Context: an optimization exercise on an open-source flow, tuned for small area. The choices shown serve that exercise and are no tape-out recipe.
Only simulation tests tie the RTL to the original design; equivalence was not proved.
The clock port is modelled as an ideal driver; clocking choices that lean on that would not hold on a real chip.
No activity file was given, so power comes from the tool's default toggle rates.

[design/flow/flow/run.sh]
#!/bin/bash
# Standard ORFS layout, with three changes:
#  * port buffers are the smallest buffer (buf_1) instead of the one
#    buffer_ports picks by default;
#  * clock tree built from clkbuf_8 with larger sink clusters and no dummy
#    loads;
#  * a max-fanout limit before floorplan, so high-fanout nets get buffered.
set -euo pipefail
cd "$(dirname "$0")/.."
export BUFFER_PORTS_ARGS="-buffer_cell sky130_fd_sc_hd__buf_1"
export CTS_ARGS="-sink_clustering_enable -repair_clock_nets -dont_use_dummy_load -buf_list {sky130_fd_sc_hd__clkbuf_8} -sink_clustering_size 16 -sink_clustering_max_diameter 60"
export PRE_FLOORPLAN_TCL="$PWD/flow/pre_floorplan.tcl"
bash standard.sh > standard_flow.log 2>&1
[design/flow/flow/pre_floorplan.tcl]
# Limit fanout so that repair_design splits the snapshot's three
# 676-load control nets into smaller buffered nets that route cleanly.
set_max_fanout 48 [current_design]
[design/flow/standard.sh]
#!/bin/bash
# synth_recipe.tcl (not shown) runs the flow's synth.tcl, then flattens the netlist and writes it again
# the make line also repeats each setting of config.mk as NAME=value (left out here)
make -C /OpenROAD-flow-scripts/flow DESIGN_CONFIG=/design/flow/config.mk WORK_HOME=/design/flow/orfs CLKGATE_MAP_FILE= SYNTH_SCRIPT=/design/flow/synth_recipe.tcl "${@:-finish}"
[design/flow/config.mk]
export PLATFORM = sky130hd
export DESIGN_NAME = bconv_layer_streamer
export DESIGN_NICKNAME = bconv_layer_streamer
export VERILOG_FILES = /design/flow/design.v
export SDC_FILE = /design/flow/constraint.sdc
export NUM_CORES = 4
export LEC_CHECK = 0
export CAP_MARGIN = 20
export CELL_PAD_IN_SITES_DETAIL_PLACEMENT = 1
export CELL_PAD_IN_SITES_GLOBAL_PLACEMENT = 1
export CORE_MARGIN = 2
export CORE_UTILIZATION = 40
export SLEW_MARGIN = 20
export SYNTH_HIERARCHICAL = 1
[design/flow/constraint.sdc]
create_clock -name core_clock -period 6.0 [get_ports {clk}]
set_input_delay 1.2000 -clock core_clock [delete_from_list [all_inputs] [get_ports {clk}]]
set_output_delay 1.2000 -clock core_clock [all_outputs]
set_load 0.01 [all_outputs]
[design/flow/design.v]
module bconv_layer_streamer #(
   parameter int DIM    = 26,
   parameter int BYTE_W = 8
) (
   input  logic                      clk,
   input  logic                      rst_n,
   input  logic                      start_i,
   input  logic [DIM*DIM-1:0]        layer_i,
   output logic [BYTE_W-1:0]         m_data_o,
   output logic                      m_valid_o,
   output logic                      m_last_o,
   input  logic                      m_ready_i,
   output logic                      busy_o,
   output logic                      done_o,
   output logic [1:0]                dbg_state_o
);
   localparam int NBITS  = DIM * DIM;
   localparam int NBYTES = (NBITS + BYTE_W - 1) / BYTE_W;
   localparam int CNT_W  = $clog2(NBYTES);
   localparam int NSHIFT = NBITS - BYTE_W;
   localparam int NTAIL  = NBYTES * BYTE_W - NBITS;
   logic r_idle, r_send, r_done;
   logic r_phase;
   logic [CNT_W-1:0] r_cnt;
   logic [NBITS-1:0] r_snap;
   logic w_last;
   logic w_shift;
   logic w_hold;
   assign w_last  = (r_cnt == CNT_W'(NBYTES - 1));
   assign w_shift = r_send & m_ready_i;
   assign w_hold  = r_send & ~m_ready_i;
   always_ff @(posedge clk or negedge rst_n) begin
      if (!rst_n) begin
         r_idle <= 1'b1;
         r_send <= 1'b0;
         r_done <= 1'b0;
      end else begin
         r_idle <= (r_idle & ~start_i) | r_done;
         r_send <= (r_idle & start_i) | (r_send & ~(m_ready_i & w_last));
         r_done <= w_shift & w_last;
      end
   end
   always_ff @(posedge clk) begin
      r_phase <= r_idle | ~r_phase;
   end
   always_ff @(posedge clk) begin
      if (r_idle)       r_cnt <= '0;
      else if (w_shift) r_cnt <= r_cnt + 1'b1;
   end
   logic [NBITS-1:0] w_snap_d;
   for (genvar k = 0; k < NBITS; k++) begin : g_snap
      if (k < NSHIFT) begin : g_sh
         bconv_aoi222 u_next (
            .a0(r_idle),  .b0(layer_i[k]),
            .a1(w_shift), .b1(r_snap[k + BYTE_W]),
            .a2(w_hold),  .b2(r_snap[k]),
            .y (w_snap_d[k])
         );
      end else begin : g_ld
         assign w_snap_d[k] = ~((r_snap[k] | r_idle) & (layer_i[k] | r_send));
      end
   end
   always_ff @(posedge clk) begin
      r_snap <= w_snap_d;
   end
   always_comb begin
      for (int j = 0; j < BYTE_W; j++) begin
         if (j < BYTE_W - NTAIL) m_data_o[j] = r_snap[j] ^ r_phase;
         else                    m_data_o[j] = (r_snap[j] ^ r_phase) & ~w_last;
      end
   end
   assign m_valid_o   = r_send;
   assign m_last_o    = w_last;
   assign busy_o      = ~r_idle;
   assign done_o      = r_done;
   assign dbg_state_o = {r_done, r_send};
endmodule
module bconv_aoi222 (
   input  logic a0, b0, a1, b1, a2, b2,
   output logic y
);
   assign y = ~((a0 & b0) | (a1 & b1) | (a2 & b2));
endmodule
==> summary.txt, run 1 <==
Worst setup path
  • Worst Setup EP: busy_o
  • Arrival time at the worst endpoint: 2.11 ns
  • Worst r2r dst: r_snap[90]
  • Worst Path Max Fanout: 38
  • CP startpoint kind: flip-flop
  • FF-to-FF Start: r_idle
  • Worst R2R Path Depth: 5
  • Crit end category: primary output
  • Worst EP required: 4.80 ns
  • Crit Path Category: flip-flop to primary output
  • R2R setup slack: 2.71 ns
  • Worst Setup SP: r_idle

Route
  • Drt first-iter violations: 3850
  • Remaining DRCs: 0
  • Routed len/inst: 27.4 um
  • Initial DRT Pass Iterations: 15
  • Total wire length: 80600 um
  • Vias: 19600
  • Vias/cell: 6.66
  • Final ANT Viol Nets: 0

Final layout
  • Nets: 2899
  • Share of cells above drive strength 1: 5.01%
  • Utilization after layout: 49.6%
  • Area of the multi-input gates: 7060 um^2
  • Storage cell area: 13800 um^2
  • Fin area: 25600 um^2
  • Layout area overhead: 22.5%
  • Number of fill cells: 5622

STA
  • Tightest Pin Transition: 0.861 ns
  • # setup viols final: 0
  • Min setup slack post-route: 2.69 ns
  • RSZ-0062 raised after global routing: no
  • Fin crit share: 55.2%
  • Clock skew: 0.0570 ns
  • Minimum period implied by the final worst setup slack: 3.31 ns
  • Pins over their slew limit: 0
  • Relative slew slack: 42.5%
  • Achievable Freq: 0.302 GHz
  • Endpoints failing hold: 0

Hold path
  • Hold crit path type: input port to asynchronous set/reset pin

CTS
  • Clk latency of the worst-skew pair: 0.67 ns
  • CTS tree: done
  • CTS Hold Buffers Added: 0
  • Max clock buf depth: 3
  • CTS H-tree depth: 2
  • CTS buffer count: 52
  • CTS resizes: 0
  • Worst-path clk slew: 0.10 ns
  • Root Driver: clkbuf_8
  • Clk sinks: 687
  • Setup repair bufs after CTS: 0

Place
  • Pre-CTS WS: 2.69 ns
  • Placed instance area: 24700 um^2
  • Dpl hpwl: 59500 um
  • # port buffers: 693
  • RePlAce Congestion: 0.844

Power and ir drop
  • PD cells: 348 nW/um^2
  • VDD IR-drop max: 0.000212 V
  • Static leakage: 9.26 nW

Global routing
  • Vias in the first global route: 19100
  • GRT Total Usage: 27.8%
  • Largest net degree at the start of global routing: 49
  • Total grt overflow: 0
  • First-pass GRT wire length: 116000 um
  • Initial antenna violation count: 68

Floorplanning
  • # rows: 83
  • Chip height: 232 um
  • Die Area: 54000 um^2
  • Ports: 694
  • Chip Width: 232 um
  • Core ar.: 51500 um^2
  • Initial Utilization: 40.5%

Yosys
  • Mapped Avg Cell Area: 14.7 um^2
  • Post-Synthesis Cells: 1422
  • Top cell type's share of synthesized area: 65.6%
  • Syn nets: 2104
  • Yosys cell types: 25
  • Top-count cell post-synth: dfxtp_1
  • Cell Area, Synth: 20900 um^2
  • YS warnings: 7
  • Post-synthesis sequential area ratio: 66.0%
  • Synth cell count leaders: dfxtp_1, a222oi_1, o22ai_1
  • Top_reg_cell synth: dfxtp_1
  • Post-synth EDFFs: 0
  • Dominant cells by area after synthesis: dfxtp_1, a222oi_1, xnor2_1
  • Yosys top cell by area: dfxtp_1
  • FF+latch count, synth: 687
  • Post-synth ARST share: 0.437%

Job
  • Max Cap Viol: 0

Run status
  • Status: finished clean
## layout by cell type (no fill, tap or decap), types with 2 or more instances in the layout
cell,Yosys,final
dfxtp_1,684,684
xnor2_1,6,6
nor2_1,7,7
diode_2,0,45
ha_1,2,2
or3_1,4,4
buf_1,0,693
dfrtp_1,2,2
and2_1,2,2
a21oi_1,5,5
clkbuf_8,0,52
o22ai_1,8,8
nand3_1,3,3
inv_1,5,5
xor2_1,4,4
nand2_1,3,3
a222oi_1,668,668
buf_4,2,53
buf_12,0,2
o21ai_0,5,5
## routing by layer
layer / GRT usage (%) / wire [um] / up-vias
met5: 0 / 310 / -
met1: 31.8 / 29900 / 9870
met4: 10.8 / 2310 / 50
met2: 46.7 / 39100 / 866
met3: 11.0 / 8870 / 150
li1: - / - / 8654
## report_power, final
part	switching, mW	internal (mW)
clock	1.42	0.775
combinational	0.440	0.532
sequential	0.435	5.30
## per-module statistics from Yosys (local to each module, per instance)
module / flip-flops and latches / cells inside / times used / area, um^2
bconv_layer_streamer: 687 / 754 / 1 / 14200
bconv_aoi222: 0 / 1 / 668 / 10.0
## final cells by class
class / count / share of cell area [%]
inverters: 5 / 0.0734
well taps: 680 / 3.33
multi-input cells: 723 / 27.6
clock buffers: 52 / 2.80
repair buffers: 748 / 11.9
diodes: 45 / 0.440
flip-flops and latches: 687 / 53.9
## worst min-delay path by stage
stage                            from  slack, ns          end  cells past startpoint
after floorplan           r_snap[668]       0.42  r_snap[660]                      1
after global placement    r_snap[600]       0.42  r_snap[592]                      1
after detailed placement  r_snap[624]       0.43  r_snap[616]                      1
after CTS                       rst_n       0.26       r_done                      1
after global routing            rst_n       0.30       r_done                      1
final                           rst_n       0.34       r_done                      1
## critical path, cell delays in order (launching register included)
cell	delay, ns
dfstp_2	1.00
inv_1	0.21
buf_1	0.22
## kinds of logic (layout without fill, tap and decap cells)
group | count (synthesis) | in the layout | share of synthesized area (%)
compound gates | 687 | 687 | 32.5
xor+xnor | 10 | 10 | 0.419
fa+ha+maj | 2 | 2 | 0.120
buf+inv | 12 | 805 | 0.264
flops | 687 | 687 | 66.0
mux | 1 | 1 | 0.0479
other cells | 0 | 45 | 0
simple gates | 23 | 23 | 0.653
## per-stage QoR
step	instances	TNS, ns	hold slack [ns]	power [mW]
2_1_floorplan	1422	-1785.95	0.417	6.39
3_3_place_gp	2843	0	0.423	6.71
3_5_place_dp	2843	0	0.430	6.80
4_1_cts	2895	0	0.263	9.00
5_1_grt	2921	0	0.296	9.35
6_report	2940	0	0.336	8.90
## sequential cells by signal, summed over array words and instances, names as in the netlist
| name | cells |
|---|---|
| r_idle | 1 |
| r_phase | 1 |
| r_done | 1 |
| r_snap | 676 |
| r_send | 1 |
| r_cnt | 7 |
==> inputs of run 2 (changes only) <==
==> design/flow/flow/run.sh (replaced) <==
#!/bin/bash
# Standard ORFS layout, with these changes:
#  * port buffers are the smallest buffer (buf_1) instead of the one
#    buffer_ports picks by default;
#  * clock tree built from clkbuf_8 with larger sink clusters and no dummy
#    loads;
#  * a max-fanout limit before floorplan, so high-fanout nets get buffered;
#  * after CTS, cells on paths with spare setup slack are downsized.
set -euo pipefail
cd "$(dirname "$0")/.."
export BUFFER_PORTS_ARGS="-buffer_cell sky130_fd_sc_hd__buf_1"
export CTS_ARGS="-sink_clustering_enable -repair_clock_nets -dont_use_dummy_load -buf_list {sky130_fd_sc_hd__clkbuf_8} -sink_clustering_size 20 -sink_clustering_max_diameter 60"
export PRE_FLOORPLAN_TCL="$PWD/flow/pre_floorplan.tcl"
export POST_CTS_TCL="$PWD/flow/post_cts.tcl"
bash standard.sh > standard_flow.log 2>&1
==> design/flow/flow/post_cts.tcl (new file) <==
# After CTS and its timing repair, downsize cells on paths with setup slack
# to spare (the design has over 2 ns of slack), then re-legalize.
repair_timing -recover_power 100
detailed_placement
check_placement -verbose
==> run 2 against run 1 <==
Effect of this change:
- count of clock-buffer cells in the layout decreased by 5
- first-iteration DRC count increased by 7.3%
- fmax increased by 0.39%
- sequential share of layout area increased by 0.090 points
- non-clock buffer count increased by 3
- largest cell class unchanged
- utilization decreased by 0.083 points
==> summary.txt, run 2 <==
Run status
  • Status: finished clean

STA
  • Fin crit share: 54.9% (-0.21 points)
  • Tightest Pin Transition: 1.05 ns (+0.190 ns)
  • Worst hold-check slack: 0.373 ns (+0.0366 ns)
  • Clock skew: 0.0565 ns (-0.000492 ns)
  • Endpoints failing hold: 0 (unchanged)
  • Relative slew slack: 29.9% (-13 points)
  • RSZ-0062 raised after global routing: no
  • Pins over their slew limit: 0 (unchanged)
  • # setup viols final: 0 (unchanged)
  • Minimum period implied by the final worst setup slack: 3.30 ns (-0.0129 ns)
  • Achievable Freq: 0.303 GHz (+0.39%)

Final layout
  • Commonest non-fill, non-tap cells in the layout: buf_1, dfxtp_1, a222oi_1
  • Final Non-Filler Cells: 2942 (+0.068%)
  • Max reg flops: 676 (unchanged)
  • Most flop-heavy register: r_snap
  • Layout area overhead: 22.3%
  • Fin area: 25500 um^2 (-0.17%)
  • Leading cell type in the layout, fill and taps excluded: buf_1
  • Largest regs: r_snap: 676 flops, r_cnt: 7 flops
  • Share of cells above drive strength 1: 4.74% (-0.27 points)
  • Nets: 2897 (-0.069%)

Power and ir drop
  • Sequential fraction of design power: 65.1% (+0.7 points)
  • Sw Share: 25.8% (-0.053 points)
  • P_int: 6.53 mW (-1.1%)
  • VDD IR-drop max: 0.000212 V (-0.28%)
  • Static leakage: 9.23 nW (-0.30%)
  • Clock share of power: 23.9% (-0.8 points)
  • Combinational power share: 11.0% (about the same)
  • Total design power: 8.80 mW (-1.1%)
  • PD cells: 345 nW/um^2 (-0.96%)
  • Switch Pwr: 2.27 mW (-1.3%)

Yosys
  • Top_reg_cell synth: dfxtp_1
  • YS warnings: 7 (unchanged)
  • Post-synthesis sequential area ratio: 66.0% (unchanged)
  • Dominant cells by area after synthesis: dfxtp_1, a222oi_1, xnor2_1
  • Mapped Avg Cell Area: 14.7 um^2 (unchanged)
  • Synth cell count leaders: dfxtp_1, a222oi_1, o22ai_1
  • Top-count cell post-synth: dfxtp_1
  • Yosys cell types: 25 (unchanged)
  • Cell Area, Synth: 20900 um^2 (unchanged)
  • Top cell type's share of synthesized area: 65.6% (unchanged)
  • Syn nets: 2104 (unchanged)
  • Yosys top cell by area: dfxtp_1
  • Post-Synthesis Cells: 1422 (unchanged)
  • FF+latch count, synth: 687 (unchanged)
  • Post-synth ARST share: 0.437% (unchanged)
  • Post-synth EDFFs: 0 (unchanged)

Route
  • Routed metal-1 wire length: 29600 um (-1.1%)
  • Drt first-iter violations: 4132 (+7.3%)
  • Met2 wire length: 39200 um (+0.12%)
  • Final ANT Viol Nets: 0 (unchanged)
  • Total wire length: 80200 um (-0.43%)
  • Max layer used: met5
  • WL met3: 8980 um (+1.3%)
  • Remaining DRCs: 0 (unchanged)
  • Initial DRT Pass Iterations: 14 (-1)
  • Routed len/inst: 27.3 um (-0.50%)
  • Vias: 19500 (-0.48%)
  • Vias/cell: 6.63 (-0.55%)

Global routing
  • Total grt overflow: 0 (unchanged)
  • Largest net degree at the start of global routing: 49 (unchanged)
  • GRT Total Usage: 27.8% (-0.092 points)
  • Vias in the first global route: 19000 (-0.34%)
  • Initial antenna violation count: 72 (+5.9%)
  • First-pass GRT wire length: 115000 um (-0.40%)

Floorplanning
  • Ports: 694 (unchanged)
  • Chip height: 232 um (unchanged)
  • Chip Width: 232 um (unchanged)
  • Core ar.: 51500 um^2 (unchanged)
  • Initial Utilization: 40.5% (unchanged)
  • # rows: 83 (unchanged)
  • Die Area: 54000 um^2 (unchanged)

Worst setup path
  • FF-to-FF Start: r_idle
  • Worst r2r dst: r_snap[122]
  • Worst EP required: 6.50 ns (+1.70 ns)
  • Worst R2R Path Depth: 5 (unchanged)
  • R2R setup slack: 2.70 ns (about the same)
  • Crit end category: flip-flop
  • Worst Path Max Fanout: 48 (+26%)
  • Arrival time at the worst endpoint: 3.79 ns (+1.68 ns)
  • Crit Path Category: flip-flop to flip-flop
  • CP startpoint kind: flip-flop

Hold path
  • Hold crit path type: input port to asynchronous set/reset pin

Place
  • Dpl hpwl: 59500 um (unchanged)
  • Inst Count DP: 2843 (unchanged)
  • # port buffers: 693 (unchanged)
  • Placed instance area: 24700 um^2 (unchanged)
  • RePlAce Congestion: 0.844 (unchanged)

CTS
  • Clk latency of the worst-skew pair: 0.66 ns (about the same)
  • Clk sinks: 687 (unchanged)
  • Worst-path clk slew: 0.10 ns (about the same)
  • CTS tree: done

Job
  • Max Cap Viol: 0 (unchanged)
run 2: cell count changes in the layout (fill, tap and decap cells not counted), sizes merged:
cell    delta
buf       -10
diode      +4
clkbuf     +8
run 2: worst max-delay path, cell delays in order (launching register included):
cell	delay, ns
dfstp_2	1.01
buf_4	0.55
buf_4	0.47
buf_4	0.44
buf_4	0.43
a222oi_1	0.18
run 2: worst max-delay path by stage:
stage,start,endpoint,slack [ns],cells after the start
after floorplan,m_ready_i,r_snap[0],-2.65,2
after global placement,m_ready_i,r_snap[569],2.77,5
after detailed placement,m_ready_i,r_snap[521],2.69,5
after global routing,r_idle,r_snap[122],2.47,5
final,r_idle,r_snap[122],2.70,5
run 2: cell families after synthesis:
logic type               share of synthesized area (%)
AO/OA/AOI/OAI                                     32.5
XOR/XNOR                                         0.419
adder cells (fa/ha/maj)                          0.120
buffers and inverters                            0.264
flip-flops                                        66.0
multiplexers                                    0.0479
AND/OR/NAND/NOR                                  0.653
run 2: layout make-up:
class                      instances  area [um^2]
sequential                       687        13800
antenna                           49          123
timing repair buffer             751         3060
multi-input combinational        723         7050
inverter                           5         18.8
tap                              680          851
fill                            5623        26000
clock buffer                      47          647
run 2: power groups by stage:
stage / logic [mW] / registers (mW) / clock network, mW
after detailed placement: 0.975 / 5.82 / 0
after global placement: 0.914 / 5.80 / 0
after global routing: 1.09 / 5.81 / 2.36
final: 0.971 / 5.73 / 2.10
after floorplan: 0.690 / 5.70 / 0
run 2: routing by layer:
metal  vias to the layer above  GRT usage [%]
met1                      9806           31.4
li1                       8656              -
met3                       144           11.5
met4                        50           10.9
met5                         -              0
met2                       839           46.4
run 2: per-stage QoR:
step | TNS, ns | setup WS [ns] | utilization [%]
final | 0 | 2.70 | 49.6
after global routing | 0 | 2.47 | 49.5
after detailed placement | 0 | 2.69 | 48.0
after global placement | 0 | 2.77 | 48.0
after floorplan | -1785.95 | -2.65 | -
run 2: Yosys stat by module (local to each module, per instance):
module                copies in the design  flops+latches  cells  cell area (um^2)
bconv_aoi222                           668              0      1              10.0
bconv_layer_streamer                     1            687    754             14200

[separate check: timing with driven ports]
Ports are ideal in the flow. The routed layouts listed here were re-timed in OpenROAD. Step 1: set_driving_cell puts a clkbuf_16 on clk and a buf_2 on each other input, an assumption about the parent block. Step 2, shift: input delay + t, output delay - t, t = (earliest + latest rising clock arrival at the registers) / 2. This alone moves slack from input paths to output paths. Slacks: no drivers / after step 1 / after step 2; pairs: no drivers / after step 1.
run | shift t [ns] | slack for setup (ns) | worst setup path at the end | slew at the worst register clock pin (ns)
run 1 | 0.703 | 2.690 / 2.631 / 2.658 | input to register | 0.10 / 0.10
run 2 | 0.700 | 2.703 / 2.646 / 2.528 | input to register | 0.12 / 0.12
After both steps every run listed still meets setup and hold. For run 2, which loses most, drivers alone change the setup slack by -0.057 ns; drivers and shift together by -0.175 ns.
